What follows belongs to an exercise in optimizing a design on an open flow for small area and a short achievable clock period; a production flow would make more cautious choices. The RTL of this run was laid out without a check of its function.

File: flow/run.sh
#!/bin/bash
# Standard synthesis, then the combinational logic is mapped again by ABC
# with a delay target. The registers and tie cells are kept as they are (same
# instances, names and cells); the run checks that and falls back to the
# standard netlist otherwise. Then the standard layout from floorplan on,
# with buf_1 port buffers. Each tool's output goes to a log here.
set -euo pipefail
here=$(pwd)
export BUFFER_PORTS_ARGS="-buffer_cell sky130_fd_sc_hd__buf_1"
YOSYS=${FLOW_HOME}/../tools/install/yosys/bin/yosys
PLAT=${FLOW_HOME}/platforms/${FLOW_PLATFORM}
LIB=${PLAT}/lib/sky130_fd_sc_hd__tt_025C_1v80.lib
RES=${here}/orfs/results/${FLOW_PLATFORM}/awgn_gen/base

bash standard.sh synth > standard_synth.log 2>&1

cp "${RES}/1_2_yosys.v" "${here}/synth_standard.v"
DONT_USE=$(sed -n '/DONT_USE_CELLS += /,/^$/p' "${PLAT}/config.mk" | tr -d '\\' | tr ' ' '\n' | grep '^sky130' | sed 's/^/-dont_use /' | tr '\n' ' ')
printf 'set_driving_cell sky130_fd_sc_hd__buf_1\nset_load 5\n' > "${here}/remap.constr"

# 1. flatten the combinational cells into logic, keep registers and tie cells
#    as instances, and map the logic again
cat > "${here}/remap.ys" <<EOY
read_liberty -ignore_miss_func ${LIB}
read_verilog ${here}/synth_standard.v
hierarchy -top ${FLOW_TOP}
setattr -mod -set keep_hierarchy 1 sky130_fd_sc_hd__*df* sky130_fd_sc_hd__conb_1
flatten
select ${FLOW_TOP}
rename -hide w:*.*
select -clear
opt -purge
abc -script ${here}/flow/remap.abc -liberty ${LIB} ${DONT_USE} -constr ${here}/remap.constr -D 1400
opt_clean -purge
select ${FLOW_TOP}
write_verilog -noattr -nohex -nodec -selected ${here}/synth_remap_raw.v
EOY
"${YOSYS}" -s "${here}/remap.ys" > remap_yosys.log 2>&1

# 2. connect output ports straight to their drivers again
python3 "${here}/flow/fix_aliases.py" "${here}/synth_remap_raw.v" "${here}/synth_remap_fixed.v" > fix_aliases.log 2>&1

# 3. tie cells and pass-through buffers as the standard synthesis makes them
cat > "${here}/remap2.ys" <<EOY
read_liberty -lib ${LIB}
read_verilog ${here}/synth_remap_fixed.v
hierarchy -check -top ${FLOW_TOP}
hilomap -singleton -hicell sky130_fd_sc_hd__conb_1 HI -locell sky130_fd_sc_hd__conb_1 LO
splitnets
opt_clean -purge
insbuf -buf sky130_fd_sc_hd__buf_4 A X
opt_clean -purge
write_verilog -noattr -nohex -nodec ${here}/synth_remapped.v
EOY
"${YOSYS}" -s "${here}/remap2.ys" > remap2_yosys.log 2>&1

# the registers must be the standard synthesis's, instance for instance
grep -E '^\s+sky130_fd_sc_hd__\S*df\S* ' "${here}/synth_standard.v" | sort > flops_standard.txt
grep -E '^\s+sky130_fd_sc_hd__\S*df\S* ' "${here}/synth_remapped.v" | sort > flops_remapped.txt
if [[ -s flops_standard.txt ]] && cmp -s flops_standard.txt flops_remapped.txt && ! grep -q '^\s*assign ' "${here}/synth_remapped.v"; then
	cp "${here}/synth_remapped.v" "${RES}/1_2_yosys.v"
	rm -f "${RES}/1_synth.odb" "${RES}/1_synth.sdc"
	echo "using the remapped netlist" >> remap_yosys.log
else
	echo "remap changed the registers or left assigns; using the standard netlist" >> remap_yosys.log
fi

bash standard.sh > standard_make.log 2>&1
File: flow/fix_aliases.py
#!/usr/bin/env python3
"""Reconnect output ports that the remap left as aliases of internal nets.

After the ABC remap, Yosys may write `assign <port bits> = <internal nets>;`
instead of connecting the port to its driver. For every port bit assigned a
plain internal net (_NNN_), the net is renamed to the port bit everywhere and
the pair is dropped from the assign; whatever remains (port to port) is left
for insbuf."""
import re, sys
src, dst = sys.argv[1], sys.argv[2]
text = open(src).read()
widths = {}
for m in re.finditer(r'^\s*(?:input|output)\s+(?:\[(\d+):(\d+)\]\s+)?(\w+)\s*;', text, re.M):
    hi, lo, name = m.group(1), m.group(2), m.group(3)
    widths[name] = (int(hi), int(lo)) if hi is not None else None
def expand(s):
    s = s.strip()
    if s.startswith('{'):
        s = s[1:-1]
    out = []
    for t in [x.strip() for x in s.split(',')]:
        m = re.fullmatch(r'(\w+)\[(\d+):(\d+)\]', t)
        if m:
            hi, lo = int(m.group(2)), int(m.group(3))
            out += ['%s[%d]' % (m.group(1), i) for i in range(hi, lo - 1, -1)]
        elif re.fullmatch(r'\w+', t) and t in widths and widths[t]:
            hi, lo = widths[t]
            out += ['%s[%d]' % (t, i) for i in range(hi, lo - 1, -1)]
        else:
            out.append(t)
    return out
ren = {}
lines = text.split('\n')
newlines = []
for ln in lines:
    m = re.fullmatch(r'\s*assign\s+(.*?)\s*=\s*(.*?)\s*;\s*', ln)
    if not m:
        newlines.append(ln)
        continue
    lhs, rhs = expand(m.group(1)), expand(m.group(2))
    if len(lhs) != len(rhs):
        newlines.append(ln)
        continue
    keep = []
    for l, r in zip(lhs, rhs):
        if re.fullmatch(r'_\d+_', r) and r not in ren:
            ren[r] = l
        else:
            keep.append((l, r))
    if keep:
        newlines.append('  assign { %s } = { %s };' % (', '.join(l for l, _ in keep), ', '.join(r for _, r in keep)))
out = []
for ln in newlines:
    m = re.fullmatch(r'\s*wire\s+(_\d+_)\s*;\s*', ln)
    if m and m.group(1) in ren:
        continue
    out.append(ln)
text = '\n'.join(out)
if ren:
    pat = re.compile(r'(?<![\w\\$])(' + '|'.join(re.escape(k) for k in ren) + r')(?![\w])')
    text = pat.sub(lambda m: ren[m.group(1)], text)
open(dst, 'w').write(text)
print('reconnected %d port bits' % len(ren))
File: flow/remap.abc
strash
dch -f
map -D 1400
topo
buffer -p
upsize -D 1400
dnsize -D 1400
File: standard.sh
#!/bin/bash
# synth_recipe.tcl (not shown) runs the flow's synth.tcl, then flattens the netlist and writes it again
# the make line also repeats each setting of config.mk as NAME=value (left out here)
make -C /OpenROAD-flow-scripts/flow DESIGN_CONFIG=/design/flow/config.mk WORK_HOME=/design/flow/orfs CLKGATE_MAP_FILE= SYNTH_SCRIPT=/design/flow/synth_recipe.tcl "${@:-finish}"
File: config.mk
export PLATFORM = sky130hd
export DESIGN_NAME = awgn_gen
export DESIGN_NICKNAME = awgn_gen
export VERILOG_FILES = /design/flow/design.v
export SDC_FILE = /design/flow/constraint.sdc
export NUM_CORES = 4
export LEC_CHECK = 0
export CAP_MARGIN = 20
export CORE_MARGIN = 2
export CORE_UTILIZATION = 60
export CTS_BUF_LIST = sky130_fd_sc_hd__clkbuf_4 sky130_fd_sc_hd__clkbuf_8
export CTS_CLUSTER_SIZE = 30
export SETUP_SLACK_MARGIN = 4.9
export SLEW_MARGIN = 20
File: constraint.sdc
create_clock -name core_clock -period 7.5 [get_ports {clk}]
set_input_delay 1.5000 -clock core_clock [delete_from_list [all_inputs] [get_ports {clk}]]
set_output_delay 1.5000 -clock core_clock [all_outputs]
set_load 0.01 [all_outputs]
File: design.v
`default_nettype none
package awgn_pkg;
	localparam int unsigned uniform_width = 28;
	localparam int unsigned num_sources = 12;
	localparam int unsigned sample_width = 32;
	localparam int unsigned quant_width = 7;
	localparam int unsigned pipe_depth = 4;
	localparam logic [sample_width-1:0] clt_offset = 32'd1610612730;
	localparam logic [uniform_width-1:0] lfsr_taps = 28'h900_0000;
	localparam logic [num_sources*uniform_width-1:0] lfsr_seeds = {
		28'h6c4_a2e8, 28'hd08_f73b, 28'h39e_6ca5, 28'h7bd_2140,
		28'he15_b8f0, 28'h46a_c5d9, 28'h8f0_372c, 28'h2d9_1b6e,
		28'hc7e_0453, 28'h13f_8a26, 28'hb24_d091, 28'h5a3_c1e7
	};
	typedef struct packed {
		logic signed [quant_width-1:0] q;
		logic [sample_width-quant_width-1:0] frac;
	} clt_fields_s;
	typedef union packed {
		logic signed [sample_width-1:0] sample;
		clt_fields_s fields;
	} clt_word_u;
endpackage
`default_nettype wire
`default_nettype none
package snr_pkg;
	localparam int unsigned snr_width = 4;
	localparam int unsigned snr_max = 10;
	localparam int unsigned sigma_width = 16;
	localparam int unsigned sigma_frac_bits = 16;
	localparam logic [(snr_max+1)*sigma_width-1:0] sigma_table = {
		16'd2589,
		16'd2910,
		16'd3264,
		16'd3657,
		16'd4103,
		16'd4607,
		16'd5171,
		16'd5800,
		16'd6508,
		16'd7301,
		16'd8192
	};
	localparam int unsigned noise_width = 8;
endpackage
`default_nettype wire
`timescale 1ns/1ns
`default_nettype none
module awgn_ctrl (
	input  wire logic clk,
	input  wire logic rst_n,
	input  wire logic run,
	input  wire logic [snr_pkg::snr_width-1:0] snr_db,
	input  wire logic snr_load,
	output logic step,
	output logic stepped,
	output logic [snr_pkg::snr_width-1:0] snr_idx,
	output logic sample_valid,
	output logic snr_err
);
	logic [awgn_pkg::pipe_depth-1:0] valid_sr;
	logic snr_bad;
	assign step = run;
	assign snr_bad = (snr_db > snr_pkg::snr_max);
	always_ff @(posedge clk or negedge rst_n) begin
		if (!rst_n) begin
			snr_idx <= '0;
			snr_err <= 1'b0;
		end else begin
			snr_err <= snr_load && snr_bad;
			if (snr_load && !snr_bad)
				snr_idx <= snr_db;
		end
	end
	always_ff @(posedge clk or negedge rst_n) begin
		if (!rst_n)
			valid_sr <= '0;
		else
			valid_sr <= {valid_sr[awgn_pkg::pipe_depth-2:0], run};
	end
	assign stepped = valid_sr[0];
	assign sample_valid = valid_sr[awgn_pkg::pipe_depth-1];
endmodule
`default_nettype wire
`timescale 1ns/1ns
`default_nettype none
module uniform_bank (
	input  wire logic clk,
	input  wire logic rst_n,
	input  wire logic step,
	output logic [awgn_pkg::num_sources-1:0] fa,    
	output logic [awgn_pkg::num_sources-1:0] fac    
);
	logic [awgn_pkg::uniform_width-1:0] z, z_next;
	logic t28, t29, t30, t31, t32, t33, t34, t35, t36, t37, t38, t39, t40, t41, t42, t43, t44, t45, t46, t47, t48, t49, t50, t51, t52, t53, t54, t55, t56, t57, t58, t59, t60, t61, t62, t63, t64, t65, t66, t67, t68, t69, t70, t71, t72, t73, t74, t75, t76, t77;
	assign t28 = z[2] ^ z[18];
	assign t29 = z[11] ^ t28;
	assign t30 = z[12] ^ z[21];
	assign t31 = z[8] ^ z[10];
	assign t32 = z[20] ^ z[23];
	assign t33 = z[1] ^ z[5];
	assign t34 = z[9] ^ t29;
	assign t35 = z[3] ^ z[17];
	assign t36 = z[4] ^ z[24];
	assign t37 = z[25] ^ t31;
	assign t38 = z[0] ^ t30;
	assign t39 = z[15] ^ t36;
	assign t40 = z[27] ^ t32;
	assign t41 = z[26] ^ t35;
	assign t42 = z[19] ^ t39;
	assign t43 = z[5] ^ z[6];
	assign t44 = z[16] ^ t40;
	assign t45 = z[14] ^ t32;
	assign t46 = z[22] ^ z[24];
	assign t47 = t34 ^ t43;
	assign t48 = z[13] ^ z[23];
	assign t49 = z[3] ^ t33;
	assign t50 = z[22] ^ z[27];
	assign t51 = t37 ^ t38;
	assign t52 = z[4] ^ t34;
	assign t53 = z[16] ^ z[25];
	assign t54 = z[7] ^ z[26];
	assign t55 = z[20] ^ t33;
	assign t56 = z[0] ^ z[12];
	assign t57 = z[11] ^ t55;
	assign t58 = z[15] ^ t37;
	assign t59 = z[19] ^ z[21];
	assign t60 = t45 ^ t56;
	assign t61 = z[8] ^ t50;
	assign t62 = z[11] ^ t53;
	assign t63 = z[6] ^ t36;
	assign t64 = z[5] ^ t61;
	assign t65 = z[16] ^ t34;
	assign t66 = z[17] ^ z[23];
	assign t67 = z[13] ^ z[14];
	assign t68 = z[13] ^ t30;
	assign t69 = t42 ^ t57;
	assign t70 = z[0] ^ z[4];
	assign t71 = t40 ^ t41;
	assign t72 = t28 ^ t33;
	assign t73 = z[2] ^ t46;
	assign t74 = z[1] ^ t66;
	assign t75 = t44 ^ t59;
	assign t76 = z[13] ^ t73;
	assign t77 = t49 ^ t68;
	assign z_next[0] = t28 ^ t49 ^ t59 ^ t70;
	assign z_next[1] = t29 ^ t58 ^ t71;
	assign z_next[2] = z[27] ^ t31 ^ t57 ^ t76;
	assign z_next[3] = t37 ^ t65 ^ t74;
	assign z_next[4] = z[3] ^ t46 ^ t47 ^ t51 ^ t54;
	assign z_next[5] = z[9] ^ t38 ^ t54 ^ t69;
	assign z_next[6] = z[15] ^ t45 ^ t52 ^ t77;
	assign z_next[7] = z[4] ^ z[6] ^ t54 ^ t56 ^ t58 ^ t72;
	assign z_next[8] = z[6] ^ z[10] ^ z[26] ^ t50 ^ t69;
	assign z_next[9] = z[26] ^ t64 ^ t67 ^ t70;
	assign z_next[10] = z[10] ^ t38 ^ t63 ^ t74;
	assign z_next[11] = z[8] ^ z[15] ^ z[18] ^ z[26] ^ t43 ^ t75;
	assign z_next[12] = t35 ^ t75 ^ t76;
	assign z_next[13] = z[12] ^ t46 ^ t47 ^ t48 ^ t53;
	assign z_next[14] = z[8] ^ t41 ^ t42 ^ t60 ^ t65;
	assign z_next[15] = z[27] ^ t47 ^ t48 ^ t58;
	assign z_next[16] = z[9] ^ t44 ^ t77;
	assign z_next[17] = z[10] ^ z[19] ^ z[22] ^ t30 ^ t45 ^ t52;
	assign z_next[18] = z[6] ^ t28 ^ t41 ^ t44 ^ t51;
	assign z_next[19] = z[13] ^ z[24] ^ t29 ^ t37 ^ t41;
	assign z_next[20] = z[1] ^ z[7] ^ t30 ^ t31 ^ t52 ^ t71;
	assign z_next[21] = t35 ^ t62 ^ t63 ^ t67;
	assign z_next[22] = t29 ^ t33 ^ t39 ^ t60;
	assign z_next[23] = z[14] ^ z[17] ^ z[19] ^ t51 ^ t72;
	assign z_next[24] = z[2] ^ t38 ^ t42 ^ t62 ^ t64;
	assign z_next[25] = z[24];
	assign z_next[26] = z[27];
	assign z_next[27] = t30 ^ t35 ^ t42 ^ t48;
	always_ff @(posedge clk or negedge rst_n) begin
		if (!rst_n)
			z <= 28'h09eb2c7;
		else if (step)
			z <= z_next;
	end
	assign fa = {z[22], z[20], z[18], z[16], z[14], z[12], z[10], z[8], z[6], z[4], z[2], z[0]};
	assign fac = {z[22] & ~z[23], z[20] & z[21], z[18] & z[19], z[16] & ~z[17], z[14] & z[15], z[12] & ~z[13], z[10] & ~z[11], z[8] & z[9], z[6] & ~z[7], z[4] & z[5], z[2] & ~z[3], z[0] & ~z[1]};
endmodule
`default_nettype wire
`timescale 1ns/1ns
`default_nettype none
module clt_sum (
	input  wire logic clk,
	input  wire logic rst_n,
	input  wire logic [awgn_pkg::num_sources-1:0] fa,
	input  wire logic [awgn_pkg::num_sources-1:0] fac,
	input  wire logic stepped,
	output awgn_pkg::clt_word_u sum_word
);
	localparam logic [31:0] first_sum = 32'hfbf91a62;
	logic [3:0] n0, m;
	logic first;
	logic [31:0] y;
	logic [2:0] delta;
	logic [3:0] low2;
	logic kp, km, ko_p, ko_m;
	logic [21:0] y_mid, inc_pref, dec_pref, mid;
	logic [7:0] top_0, top_p, top_m, top;
	logic [31:0] next_sum;
	function automatic logic [1:0] fadd(input logic x, input logic y, input logic z);
		fadd = {(x & y) | (x & z) | (y & z), x ^ y ^ z};
	endfunction
	function automatic logic [3:0] count12(input logic [11:0] v);
		logic [1:0] l0, l1, l2, l3, w1, w2, w3;
		logic b0, h, b1, x4, b2, b3;
		l0 = fadd(v[0], v[1], v[2]);
		l1 = fadd(v[3], v[4], v[5]);
		l2 = fadd(v[6], v[7], v[8]);
		l3 = fadd(v[9], v[10], v[11]);
		w1 = fadd(l0[0], l1[0], l2[0]);        
		w2 = fadd(l0[1], l1[1], l2[1]);        
		w3 = fadd(w1[1], w2[0], l3[1]);        
		b0 = w1[0] ^ l3[0];
		h = w1[0] & l3[0];
		b1 = h ^ w3[0];
		x4 = w2[1] ^ w3[1];
		b2 = x4 ^ (h & w3[0]);
		b3 = (w2[1] & w3[1]) | (x4 & h & w3[0]);
		count12 = {b3, b2, b1, b0};
	endfunction
	function automatic logic [15:0] add8x2(input logic [7:0] a, input logic [7:0] b);
		logic [7:0] g, p, gg, pp;
		g = a & b;
		p = a ^ b;
		gg = g;
		pp = p;
		for (int d = 1; d < 8; d = d * 2)
			for (int i = 7; i >= d; i--) begin
				gg[i] = gg[i] | (pp[i] & gg[i-d]);
				pp[i] = pp[i] & pp[i-d];
			end
		add8x2 = {p ^ {gg[6:0] | pp[6:0], 1'b1}, p ^ {gg[6:0], 1'b0}};
	endfunction
	always_ff @(posedge clk) begin
		n0 <= count12(fa);
		m  <= count12(fac);
	end
	assign y = {sum_word.sample[31], sum_word.sample[31:1]};
	assign delta = 3'd3 - n0[3:1];
	assign low2 = {2'b00, y[1:0]} + {delta[2], delta};
	assign kp = low2[2] & ~low2[3];
	assign km = low2[3];
	assign y_mid = y[23:2];
	always_comb begin
		inc_pref[0] = 1'b1;
		dec_pref[0] = 1'b1;
		for (int j = 1; j < 22; j++) begin
			inc_pref[j] = inc_pref[j-1] & y_mid[j-1];
			dec_pref[j] = dec_pref[j-1] & ~y_mid[j-1];
		end
	end
	assign mid = y_mid ^ ({22{kp}} & inc_pref) ^ ({22{km}} & dec_pref);
	assign ko_p = kp & (&y_mid);
	assign ko_m = km & ~(|y_mid);
	function automatic logic [15:0] csa_top(input logic [7:0] yt, input logic [3:0] n, input logic [3:0] mm, input logic [7:0] c);
		logic [7:0] r1, r2, r3, r4, s1, c1, s2, c2;
		r1 = yt;
		r2 = {4'b0, n} | ({1'b0, n, 3'b0} & 8'h70);
		r3 = {3'b0, ~mm, 1'b0};
		r4 = c | {4'b0, n[0], 3'b0};    
		s1 = r1 ^ r2 ^ r3;
		c1 = {(r1[6:0] & r2[6:0]) | (r1[6:0] & r3[6:0]) | (r2[6:0] & r3[6:0]), 1'b0};
		s2 = s1 ^ c1 ^ r4;
		c2 = {(s1[6:0] & c1[6:0]) | (s1[6:0] & r4[6:0]) | (c1[6:0] & r4[6:0]), 1'b0};
		csa_top = {s2, c2};
	endfunction
	logic [7:0] sa, ca, sb, cb, top_x;
	assign {sa, ca} = csa_top(y[31:24], n0, m, 8'hb1);
	assign {sb, cb} = csa_top(y[31:24], n0, m, 8'hb2);
	assign {top_0, top_m} = add8x2(sa, ca);
	assign {top_p, top_x} = add8x2(sb, cb);
	assign top = ko_p ? top_p : (ko_m ? top_m : top_0);
	assign next_sum = {top, mid, low2[1:0]};
	always_ff @(posedge clk or negedge rst_n) begin
		if (!rst_n) begin
			sum_word.sample <= '0;
			first <= 1'b1;
		end else begin
			first <= 1'b0;
			if (stepped)
				sum_word.sample <= next_sum;
			else if (first)
				sum_word.sample <= first_sum;
		end
	end
endmodule
`default_nettype wire
`timescale 1ns/1ns
`default_nettype none
module noise_table (
	input  wire logic [6:0] q,
	input  wire logic [3:0] idx,
	output logic [3:0] o
);
	logic _000_;
	logic _001_;
	logic _002_;
	logic _003_;
	logic _004_;
	logic _005_;
	logic _006_;
	logic _007_;
	logic _008_;
	logic _009_;
	logic _010_;
	logic _011_;
	logic _012_;
	logic _013_;
	logic _014_;
	logic _015_;
	logic _016_;
	logic _017_;
	logic _018_;
	logic _019_;
	logic _020_;
	logic _021_;
	logic _022_;
	logic _023_;
	logic _024_;
	logic _025_;
	logic _026_;
	logic _027_;
	logic _028_;
	logic _029_;
	logic _030_;
	logic _031_;
	logic _032_;
	logic _033_;
	logic _034_;
	logic _035_;
	logic _036_;
	logic _037_;
	logic _038_;
	logic _039_;
	logic _040_;
	logic _041_;
	logic _042_;
	logic _043_;
	logic _044_;
	logic _045_;
	logic _046_;
	logic _047_;
	logic _048_;
	logic _049_;
	logic _050_;
	logic _051_;
	logic _052_;
	logic _053_;
	logic _054_;
	logic _055_;
	logic _056_;
	logic _057_;
	logic _058_;
	logic _059_;
	logic _060_;
	logic _061_;
	logic _062_;
	logic _063_;
	logic _064_;
	logic _065_;
	logic _066_;
	logic _067_;
	logic _068_;
	logic _069_;
	logic _070_;
	logic _071_;
	logic _072_;
	logic _073_;
	logic _074_;
	logic _075_;
	logic _076_;
	logic _077_;
	logic _078_;
	logic _079_;
	logic _080_;
	logic _081_;
	logic _082_;
	logic _083_;
	logic _084_;
	logic _085_;
	logic _086_;
	logic _087_;
	logic _088_;
	logic _089_;
	logic _090_;
	logic _091_;
	logic _092_;
	logic _093_;
	logic _094_;
	logic _095_;
	logic _096_;
	logic _097_;
	logic _098_;
	logic _099_;
	logic _100_;
	logic _101_;
	logic _102_;
	logic _103_;
	logic _104_;
	logic _105_;
	logic _106_;
	logic _107_;
	logic _108_;
	logic _109_;
	logic _110_;
	logic _111_;
	logic _112_;
	logic _113_;
	logic _114_;
	logic _115_;
	logic _116_;
	logic _117_;
	logic _118_;
	logic _119_;
	logic _120_;
	logic _121_;
	logic _122_;
	logic _123_;
	logic _124_;
	logic _125_;
	logic _126_;
	logic _127_;
	logic _128_;
	logic _129_;
	logic _130_;
	logic _131_;
	logic _132_;
	logic _133_;
	logic _134_;
	logic _135_;
	logic _136_;
	logic _137_;
	logic _138_;
	logic _139_;
	logic _140_;
	logic _141_;
	logic _142_;
	logic _143_;
	logic _144_;
	logic _145_;
	logic _146_;
	logic _147_;
	logic _148_;
	logic _149_;
	logic _150_;
	logic _151_;
	logic _152_;
	logic _153_;
	logic _154_;
	logic _155_;
	logic _156_;
	logic _157_;
	logic _158_;
	logic _159_;
	logic _160_;
	logic _161_;
	logic _162_;
	logic _163_;
	logic _164_;
	logic _165_;
	logic _166_;
	logic _167_;
	logic _168_;
	logic _169_;
	logic _170_;
	logic _171_;
	logic _172_;
	logic _173_;
	logic _174_;
	logic _175_;
	logic _176_;
	logic _177_;
	logic _178_;
	logic _179_;
	logic _180_;
	logic _181_;
	logic _182_;
	logic _183_;
	logic _184_;
	logic _185_;
	logic _186_;
	logic _187_;
	logic _188_;
	logic _189_;
	logic _190_;
	logic _191_;
	logic _192_;
	logic _193_;
	logic _194_;
	logic _195_;
	logic _196_;
	logic _197_;
	logic _198_;
	logic _199_;
	logic _200_;
	logic _201_;
	logic _202_;
	logic _203_;
	logic _204_;
	logic _205_;
	logic _206_;
	logic _207_;
	logic _208_;
	logic _209_;
	logic _210_;
	logic _211_;
	logic _212_;
	logic _213_;
	logic _214_;
	logic _215_;
	logic _216_;
	logic _217_;
	logic _218_;
	logic _219_;
	logic _220_;
	logic _221_;
	logic _222_;
	logic _223_;
	logic _224_;
	logic _225_;
	logic _226_;
	assign _060_ = ~idx[1];
	assign _070_ = idx[3] & ~(idx[2]);
	assign _081_ = ~(idx[0] & idx[1]);
	assign _092_ = q[6] & _081_;
	assign _103_ = ~(_070_ & _092_);
	assign _114_ = q[0] | q[1];
	assign _125_ = q[3] & q[2];
	assign _136_ = q[1] & q[2];
	assign _147_ = _114_ & _125_;
	assign _153_ = ~_147_;
	assign _154_ = q[4] & q[3];
	assign _155_ = q[4] & _147_;
	assign _156_ = ~(q[5] | _155_);
	assign _157_ = q[5] | _155_;
	assign _158_ = q[3] | q[2];
	assign _159_ = q[4] | q[3];
	assign _160_ = q[4] | _158_;
	assign _161_ = ~(q[5] & _160_);
	assign _162_ = ~(q[6] & _157_);
	assign _163_ = ~(_161_ & _162_);
	assign _164_ = q[5] & ~(idx[0]);
	assign _165_ = idx[0] ? _163_ : q[5];
	assign _166_ = q[4] & _158_;
	assign _167_ = q[0] & q[1];
	assign _168_ = _158_ | _167_;
	assign _169_ = q[4] & _168_;
	assign _170_ = q[5] & ~(q[6]);
	assign _171_ = ~(_169_ & _170_);
	assign _172_ = ~(q[4] | _125_);
	assign _173_ = q[1] & _125_;
	assign _174_ = ~(q[4] | _173_);
	assign _175_ = q[5] | ~(_174_);
	assign _176_ = ~(q[6] & _175_);
	assign _177_ = _171_ & _176_;
	assign _178_ = ~(idx[0] | _177_);
	assign _179_ = q[5] | _159_;
	assign _180_ = q[6] & _179_;
	assign _181_ = ~_180_;
	assign _182_ = q[1] | q[2];
	assign _183_ = q[0] | _182_;
	assign _184_ = q[3] & _183_;
	assign _185_ = _154_ & _183_;
	assign _186_ = ~(q[5] & _185_);
	assign _187_ = _181_ & _186_;
	assign _188_ = idx[0] ? _187_ : _177_;
	assign _189_ = idx[0] | _179_;
	assign _190_ = _183_ | _189_;
	assign _191_ = q[5] & ~(_174_);
	assign _192_ = ~(q[5] | q[6]);
	assign _193_ = q[6] | _191_;
	assign _194_ = q[5] | _169_;
	assign _195_ = idx[0] & _194_;
	assign _196_ = ~(_193_ & _195_);
	assign _197_ = ~(q[5] | _154_);
	assign _198_ = idx[0] | ~(q[6]);
	assign _199_ = _197_ | _198_;
	assign _200_ = q[4] | _184_;
	assign _201_ = ~(_164_ & _200_);
	assign _202_ = _199_ & _201_;
	assign _203_ = ~(_196_ & _202_);
	assign _204_ = idx[1] ? _203_ : _165_;
	assign _205_ = idx[1] | _188_;
	assign _206_ = idx[1] & _190_;
	assign _207_ = ~(q[6] & _206_);
	assign _208_ = ~(_205_ & _207_);
	assign _209_ = idx[2] ? _208_ : _204_;
	assign _210_ = idx[3] | ~(_209_);
	assign o[2] = ~(_103_ & _210_);
	assign _211_ = _060_ ? _203_ : _178_;
	assign _212_ = ~(_070_ & _211_);
	assign _213_ = ~(q[5] & _159_);
	assign _214_ = q[2] & _167_;
	assign _215_ = ~(q[5] & _214_);
	assign _216_ = ~(_213_ & _215_);
	assign _217_ = _176_ | _216_;
	assign _218_ = _154_ & _182_;
	assign _219_ = q[5] | _218_;
	assign _220_ = _192_ & ~(_218_);
	assign _221_ = ~(idx[0] | _220_);
	assign _222_ = _171_ & _221_;
	assign _223_ = ~(_217_ & _222_);
	assign _224_ = _157_ & _186_;
	assign _225_ = q[6] | _224_;
	assign _226_ = ~(_161_ & _180_);
	assign _000_ = idx[0] & _226_;
	assign _001_ = ~(_225_ & _000_);
	assign _002_ = _223_ & _001_;
	assign _003_ = ~(_060_ & _002_);
	assign _004_ = q[1] | _158_;
	assign _005_ = ~(_114_ | _158_);
	assign _006_ = ~(q[6] & _005_);
	assign _007_ = q[4] | _006_;
	assign _008_ = idx[0] | _007_;
	assign _009_ = ~(q[5] ^ _007_);
	assign _010_ = idx[0] ? _163_ : _009_;
	assign _011_ = _060_ | _010_;
	assign _012_ = idx[2] & _011_;
	assign _013_ = ~(_003_ & _012_);
	assign _014_ = ~(q[4] & _214_);
	assign _015_ = ~(_197_ & _014_);
	assign _016_ = _193_ | ~(_015_);
	assign _017_ = ~(q[4] | _182_);
	assign _018_ = _213_ | _017_;
	assign _019_ = ~(_194_ & _018_);
	assign _020_ = ~(q[6] & _019_);
	assign _021_ = _016_ & _020_;
	assign _022_ = ~(idx[0] & _021_);
	assign _023_ = q[4] ? _153_ : _184_;
	assign _024_ = _023_ | ~(_170_);
	assign _025_ = ~(_160_ & _197_);
	assign _026_ = _172_ | ~(q[5]);
	assign _027_ = ~(_025_ & _026_);
	assign _028_ = ~(q[6] & _027_);
	assign _029_ = q[3] | _114_;
	assign _030_ = _166_ & _029_;
	assign _031_ = _192_ & _030_;
	assign _032_ = ~(idx[0] | _031_);
	assign _033_ = _028_ & _032_;
	assign _034_ = ~(_024_ & _033_);
	assign _035_ = ~(_022_ & _034_);
	assign _036_ = ~(idx[1] & _035_);
	assign _037_ = ~(q[3] & _167_);
	assign _038_ = _125_ | ~(_037_);
	assign _039_ = ~(_172_ & _037_);
	assign _040_ = ~(_156_ & _039_);
	assign _041_ = ~(_125_ & _167_);
	assign _042_ = q[4] | ~(_041_);
	assign _043_ = ~(q[5] & _042_);
	assign _044_ = q[6] & _043_;
	assign _045_ = ~(_040_ & _044_);
	assign _046_ = q[3] | _136_;
	assign _047_ = ~(q[4] & _046_);
	assign _048_ = _170_ & _047_;
	assign _049_ = ~(_160_ & _048_);
	assign _050_ = ~(q[4] & _004_);
	assign _051_ = ~(_192_ & _050_);
	assign _052_ = idx[0] & _051_;
	assign _053_ = _049_ & _052_;
	assign _054_ = ~(_045_ & _053_);
	assign _055_ = q[4] & ~(idx[0]);
	assign _056_ = _060_ & ~(_055_);
	assign _057_ = _054_ & _056_;
	assign _058_ = ~(idx[2] | _057_);
	assign _059_ = ~(_036_ & _058_);
	assign _061_ = _013_ & _059_;
	assign _062_ = idx[3] | _061_;
	assign o[1] = ~(_212_ & _062_);
	assign _063_ = ~(_060_ & _035_);
	assign _064_ = ~(idx[1] & _223_);
	assign _065_ = _070_ & _064_;
	assign _066_ = ~(_063_ & _065_);
	assign _067_ = _046_ & ~(_042_);
	assign _068_ = _154_ | ~(q[5]);
	assign _069_ = _067_ | _068_;
	assign _071_ = ~(_172_ & _004_);
	assign _072_ = _039_ | ~(_004_);
	assign _073_ = _166_ & ~(_147_);
	assign _074_ = ~(q[5] | _073_);
	assign _075_ = ~(_072_ & _074_);
	assign _076_ = q[6] & _075_;
	assign _077_ = ~(_069_ & _076_);
	assign _078_ = _038_ | _050_;
	assign _079_ = _192_ & _078_;
	assign _080_ = ~(_200_ & _079_);
	assign _082_ = ~(q[4] | _147_);
	assign _083_ = ~(_158_ & _082_);
	assign _084_ = _170_ & ~(_041_);
	assign _085_ = _048_ | _084_;
	assign _086_ = ~(_083_ & _085_);
	assign _087_ = _080_ & _086_;
	assign _088_ = ~(_077_ & _087_);
	assign _089_ = idx[0] ? _088_ : q[3];
	assign _090_ = ~(_158_ & _174_);
	assign _091_ = ~(_197_ & _090_);
	assign _093_ = q[5] & _004_;
	assign _094_ = ~(_047_ & _071_);
	assign _095_ = ~(q[5] & _094_);
	assign _096_ = ~(_091_ & _095_);
	assign _097_ = ~(q[6] & _096_);
	assign _098_ = _147_ | _171_;
	assign _099_ = ~(_030_ & _041_);
	assign _100_ = _192_ & _039_;
	assign _101_ = ~(_099_ & _100_);
	assign _102_ = _170_ & ~(_200_);
	assign _104_ = _101_ & ~(_102_);
	assign _105_ = _098_ & _104_;
	assign _106_ = ~(_097_ & _105_);
	assign _107_ = ~(_169_ & _041_);
	assign _108_ = q[5] | _107_;
	assign _109_ = _018_ | _030_;
	assign _110_ = _180_ & _109_;
	assign _111_ = ~(_108_ & _110_);
	assign _112_ = _172_ | _015_;
	assign _113_ = ~(_174_ & _093_);
	assign _115_ = _186_ & _113_;
	assign _116_ = _112_ & _115_;
	assign _117_ = q[6] | _116_;
	assign _118_ = ~(_111_ & _117_);
	assign _119_ = idx[0] ? _118_ : _106_;
	assign _120_ = idx[1] ? _119_ : _089_;
	assign _121_ = _174_ & ~(_005_);
	assign _122_ = _219_ | _121_;
	assign _123_ = _166_ | ~(_216_);
	assign _124_ = q[6] & _122_;
	assign _126_ = ~(_123_ & _124_);
	assign _127_ = _082_ | ~(_220_);
	assign _128_ = ~(q[6] | _169_);
	assign _129_ = _216_ & _128_;
	assign _130_ = _127_ & ~(_129_);
	assign _131_ = ~(_126_ & _130_);
	assign _132_ = ~(_156_ & _042_);
	assign _133_ = q[5] & ~(_185_);
	assign _134_ = ~(_039_ & _133_);
	assign _135_ = _132_ & _134_;
	assign _137_ = q[6] | _135_;
	assign _138_ = q[5] | ~(_159_);
	assign _139_ = _047_ & ~(_138_);
	assign _140_ = _161_ | ~(_050_);
	assign _141_ = q[6] & ~(_139_);
	assign _142_ = ~(_140_ & _141_);
	assign _143_ = ~(_137_ & _142_);
	assign _144_ = idx[0] ? _143_ : _131_;
	assign _145_ = ~(_006_ & _055_);
	assign _146_ = _008_ & _145_;
	assign _148_ = ~(_054_ & _146_);
	assign _149_ = idx[1] ? _148_ : _144_;
	assign _150_ = idx[2] ? _149_ : _120_;
	assign _151_ = idx[3] | ~(_150_);
	assign o[0] = ~(_066_ & _151_);
	assign _152_ = idx[3] | ~(q[6]);
	assign o[3] = ~(_103_ & _152_);
endmodule
module noise_scale (
	input  wire logic clk,
	input  wire logic rst_n,
	input  wire awgn_pkg::clt_word_u sum_word,
	input  wire logic [snr_pkg::snr_width-1:0] snr_idx,
	output logic signed [awgn_pkg::quant_width-1:0] quant,
	output logic signed [snr_pkg::noise_width-1:0] noise
);
	logic signed [3:0] noise_r;
	logic [6:0] quant_u;
	logic [3:0] noise_next;
	assign quant_u = quant;
	noise_table noise_table_i (
		.q   (quant_u),
		.idx (snr_idx),
		.o   (noise_next)
	);
	always_ff @(posedge clk or negedge rst_n) begin
		if (!rst_n) begin
			quant <= '0;
			noise_r <= '0;
		end else begin
			quant <= sum_word.fields.q;
			noise_r <= noise_next;
		end
	end
	assign noise = {{(snr_pkg::noise_width-4){noise_r[3]}}, noise_r};
endmodule
`default_nettype wire
`timescale 1ns/1ns
`default_nettype none
module awgn_gen (
	input  wire logic clk,
	input  wire logic rst_n,
	input  wire logic run,
	input  wire logic [snr_pkg::snr_width-1:0] snr_db,
	input  wire logic snr_load,
	output logic signed [awgn_pkg::sample_width-1:0] awgn_out,
	output logic signed [awgn_pkg::quant_width-1:0] awgn_out_quant,
	output logic signed [snr_pkg::noise_width-1:0] noise_out,
	output logic sample_valid,
	output logic snr_err
);
	logic step;
	logic stepped;
	logic [snr_pkg::snr_width-1:0] snr_idx;
	logic [awgn_pkg::num_sources-1:0] fa, fac;
	awgn_ctrl awgn_ctrl_i (
		.clk          (clk),
		.rst_n        (rst_n),
		.run          (run),
		.snr_db       (snr_db),
		.snr_load     (snr_load),
		.step         (step),
		.stepped      (stepped),
		.snr_idx      (snr_idx),
		.sample_valid (sample_valid),
		.snr_err      (snr_err)
	);
	uniform_bank uniform_bank_i (
		.clk   (clk),
		.rst_n (rst_n),
		.step  (step),
		.fa    (fa),
		.fac   (fac)
	);
	clt_sum clt_sum_i (
		.clk      (clk),
		.rst_n    (rst_n),
		.fa       (fa),
		.fac      (fac),
		.stepped  (stepped),
		.sum_word (awgn_out)
	);
	noise_scale noise_scale_i (
		.clk     (clk),
		.rst_n   (rst_n),
		.sum_word(awgn_out),
		.snr_idx (snr_idx),
		.quant   (awgn_out_quant),
		.noise   (noise_out)
	);
endmodule
`default_nettype wire
==> impl.org <==
** Worst setup path
- On the worst path, the slowest cell contributes a delay of around 0.43 ns.
- By startpoint and endpoint, the worst setup path is classified as reg -> reg.
- On the critical path, the stage with the largest delay is an instance of sky130_fd_sc_hd__nor4_4.
- Worst-path maximum fanout :: 6
- Crit end category :: flop
- Setup slack on the worst reg-to-reg path comes out at between 4 and 5 ns.
- Data on the critical path is required at its endpoint by just under 8 ns.
- The cell family contributing the most delay on the critical path is simple AND/OR/NAND/NOR gates.
- Crit-path cells :: inv_2, nand2_2, nor2_2, o21ai_4, nor2_2, nand2_2, nor2_4, nand4_4, nor4_4, nand2_1, o21ai_2, a22oi_1, o221a_2
- The number of buffers and inverters on the critical path is 1.
- Launching element type of the critical path :: flop
- Crit path arrival time :: 2.85 ns

** Layout
- Diodes inserted :: 0
- Fraction of final layout cells with drive strength greater than 1 :: about a tenth
- Final-stage net count :: 1,130
- Layout area overhead :: 10.9%

** Clock network
- H-tree levels :: 3
- In this run the clock root is driven by a sky130_fd_sc_hd__clkbuf_8.
- CTS Buf Count :: 9
- Clock tree synthesis found a total of slightly below 90 sinks.
- Buffer levels on the longest clock path :: 2
- Worst skew pair latency :: a little under 0.4 ns
- The number of hold buffers added after CTS was 0.
- TritonCTS clock tree :: done
- After clock tree synthesis, the clock-pin slew on the worst setup and hold paths is about 0.11 ns.

** Synth
- Each instance of the synthesized netlist takes up on average ~7.0 um2.
- Warnings from Yosys :: 4
- Number of instances in the synthesized netlist :: 1,069
- Number of nets produced by synthesis :: between 1,000 and 1,500
- The synthesized netlist occupies a cell area of ~7500 um2.

** STA
- Final hold vios :: 0
- Setup repair after global routing could not meet its margin everywhere.
- Derived from the worst setup path, the maximum achievable clock frequency is just under 400 MHz.
- Setup violations remaining at the end of the flow were counted as 0.
- Sum of negative setup slack :: 0 ns
- Count of pins over their slew limit :: 0
- For the pin with the worst max-slew slack, the measured transition is about 0.99 ns.
- The routed design could run at a clock period as short as between 2 and 3 ns.
- Post-route clock period utilization :: roughly a third
- Relative slew margins :: 34.0%
- On the final layout, the worst hold slack is roughly 0.36 ns.
- Clock skew on the completed layout was measured at about 0.017 ns.

** Route
- Vias after detailed routing :: 7,333
- After detailed routing, the number of vias per cell comes to 5.66.
- The pre-antenna-repair detailed-routing pass consisted of 6 iterations.
- The count of nets left with antenna violations once routing finished came out at 0.
- Routed length per placed instance :: between 15 and 20 um
- The final layout contains routed wiring with a total length of roughly 20 mm.
- Number of DRC violations after detailed routing :: 0
- The first routing iteration left 813 violations.

** Global routing
- The layer flagged by global routing as most heavily used is met2.
- In the global route stage, met2 resource usage came out at 47.0%.
- Global routing consumed, over all layers together, 30.7% of the routing resources.
- Entering global routing, the biggest net connects between 50 and 60 pins.
- Via count of the first global-routing pass :: roughly 6,700
- Met3 capacity usage during global routing :: around 4.7%
- Global-route wire length before repair :: 32.6 mm
- The total overflow left after global routing is 0.
- Met1 Usage GRT :: 43.5%
- The number of antenna violations at the first check in global routing was 0.

** Die
- Die area :: 13,400 um2
- In this run the core area contains 40 standard-cell rows.
- Once the floorplan was initialized, standard cells occupied 61.9% of the core.
- 57 I/O pins were placed.
- The die is around 120 um tall.
- Horiz. Die Dim :: roughly 120 um
- Area of the core :: 12,100 um2

** Placement
- Weighted congestion at the end of routability-driven global placement :: 0.995
- Detail Placement HPWL :: 14.2 mm
- Input and output buffers added on the ports amount to 56.

** Flow run
- Total of max-cap violations :: 0

** Worst hold path
- The worst hold path belongs to the class reg -> reg.

** Status
- Outcome :: finished clean
[state kept, by name (all words and copies together), names as in the netlist]
register / count
awgn_ctrl_i.snr_err: 1
awgn_ctrl_i.snr_idx: 4
awgn_ctrl_i.valid_sr: 4
clt_sum_i.first: 1
clt_sum_i.m: 4
clt_sum_i.n0: 4
clt_sum_i.sum_word: 32
noise_scale_i.noise_r: 4
noise_scale_i.quant: 7
uniform_bank_i.z: 28
[stage by stage]
| stage | util [%] | std cells | area [um2] | worst slack, ns |
|---|---|---|---|---|
| floorplan | - | 1069 | 7500 | 4.97 |
| global placement | 64.0 | 1253 | 7750 | 4.29 |
| detailed placement | 64.0 | 1253 | 7750 | 4.23 |
| CTS | 66.5 | 1277 | 8060 | 4.85 |
| global route | 68.6 | 1295 | 8310 | 4.81 |
| finish | 68.6 | 1295 | 8310 | 4.94 |
[layout by cell type, fill, tap and decap left out, types with 3 or more instances in the layout]
| cell | n |
|---|---|
| sky130_fd_sc_hd__a21oi_1 | 58 |
| sky130_fd_sc_hd__a22oi_1 | 11 |
| sky130_fd_sc_hd__a31oi_1 | 9 |
| sky130_fd_sc_hd__a32oi_1 | 4 |
| sky130_fd_sc_hd__and2_1 | 3 |
| sky130_fd_sc_hd__buf_1 | 54 |
| sky130_fd_sc_hd__buf_4 | 27 |
| sky130_fd_sc_hd__clkbuf_8 | 9 |
| sky130_fd_sc_hd__clkinvlp_4 | 4 |
| sky130_fd_sc_hd__dfrtp_1 | 52 |
| sky130_fd_sc_hd__dfrtp_2 | 13 |
| sky130_fd_sc_hd__dfstp_2 | 15 |
| sky130_fd_sc_hd__dfxtp_1 | 7 |
| sky130_fd_sc_hd__inv_1 | 111 |
| sky130_fd_sc_hd__nand2_1 | 211 |
| sky130_fd_sc_hd__nand2_2 | 4 |
| sky130_fd_sc_hd__nand3_1 | 32 |
| sky130_fd_sc_hd__nand4_1 | 14 |
| sky130_fd_sc_hd__nor2_1 | 120 |
| sky130_fd_sc_hd__nor2_4 | 3 |
| sky130_fd_sc_hd__nor3_1 | 24 |
| sky130_fd_sc_hd__nor4_1 | 5 |
| sky130_fd_sc_hd__o2111ai_1 | 4 |
| sky130_fd_sc_hd__o211ai_1 | 8 |
| sky130_fd_sc_hd__o21ai_0 | 78 |
| sky130_fd_sc_hd__o21ai_1 | 4 |
| sky130_fd_sc_hd__o221ai_1 | 4 |
| sky130_fd_sc_hd__o22ai_1 | 9 |
| sky130_fd_sc_hd__o31ai_1 | 5 |
| sky130_fd_sc_hd__or2_2 | 6 |
| sky130_fd_sc_hd__xnor2_1 | 52 |
| sky130_fd_sc_hd__xor2_1 | 103 |
[what timing repair did]
action,in CTS,in global routing
resized for setup,12,32
pin swaps,0,5
hold endpoints to repair,0,0
endpoints found under the setup margin,25,28
cloned,1,0
setup buffers,7,18
[worst paths after layout]
kind / from / to / cells past startpoint
hold / removal: awgn_ctrl_i.valid_sr[1]$_DFF_PN0_ / awgn_ctrl_i.valid_sr[2]$_DFF_PN0_ / 0
min in group asynchronous: rst_n / awgn_ctrl_i.snr_idx[1]$_DFFE_PN0P_ / 1
max in group asynchronous: rst_n / noise_scale_i.quant[6]$_DFF_PN0_ / 2
hold reg to reg: awgn_ctrl_i.valid_sr[1]$_DFF_PN0_ / awgn_ctrl_i.valid_sr[2]$_DFF_PN0_ / 0
setup reg to reg: clt_sum_i.n0[1]$_DFF_P_ / clt_sum_i.sum_word[31]$_DFFE_PN0P_ / 13
setup / recovery: clt_sum_i.n0[1]$_DFF_P_ / clt_sum_i.sum_word[31]$_DFFE_PN0P_ / 13
[layer usage]
layer / wire length (um) / up-vias
met2: 8950 / 305
li1: - / 3619
met5: 0 / -
met1: 9210 / 3359
met4: 531 / 0
met3: 1370 / 50
[area by class of cell]
cell class                 count  area, um2
sequential                    89       2230
timing repair buffer          83        424
multi-input combinational    820       4760
timing repair inverter         1       7.51
fill                        1115       3800
clock inverter                 6       97.6
clock buffer                  10        131
tap                          168        210
inverter                     118        455

## static timing again, ports no longer ideal
The results above use ideal ports. As a check the final layout listed here was re-extracted and re-timed, cells and wires unchanged. Step 1, drivers: a clkbuf_16 drives clk and a buf_2 each remaining input, both assumed. Step 2 adds t to the input delays and takes it off the output delays; t is the mean of the earliest and latest rising clock arrival at the registers after step 1. Input paths then give back, and output paths get back, about the clock's delay inside the block. Slacks: no drivers / after step 1 / after step 2; pairs: no drivers / after step 1.
t, ns: 0.422
setup slack, ns: 4.941 / 4.924 / 4.643
hold slack, ns: 0.356 / 0.356 / 0.356
worst setup path after step 2: input to register
After both steps setup and hold are still met in this run. The setup slack of this run moves by -0.017 ns with the drivers and by -0.298 ns with both steps.
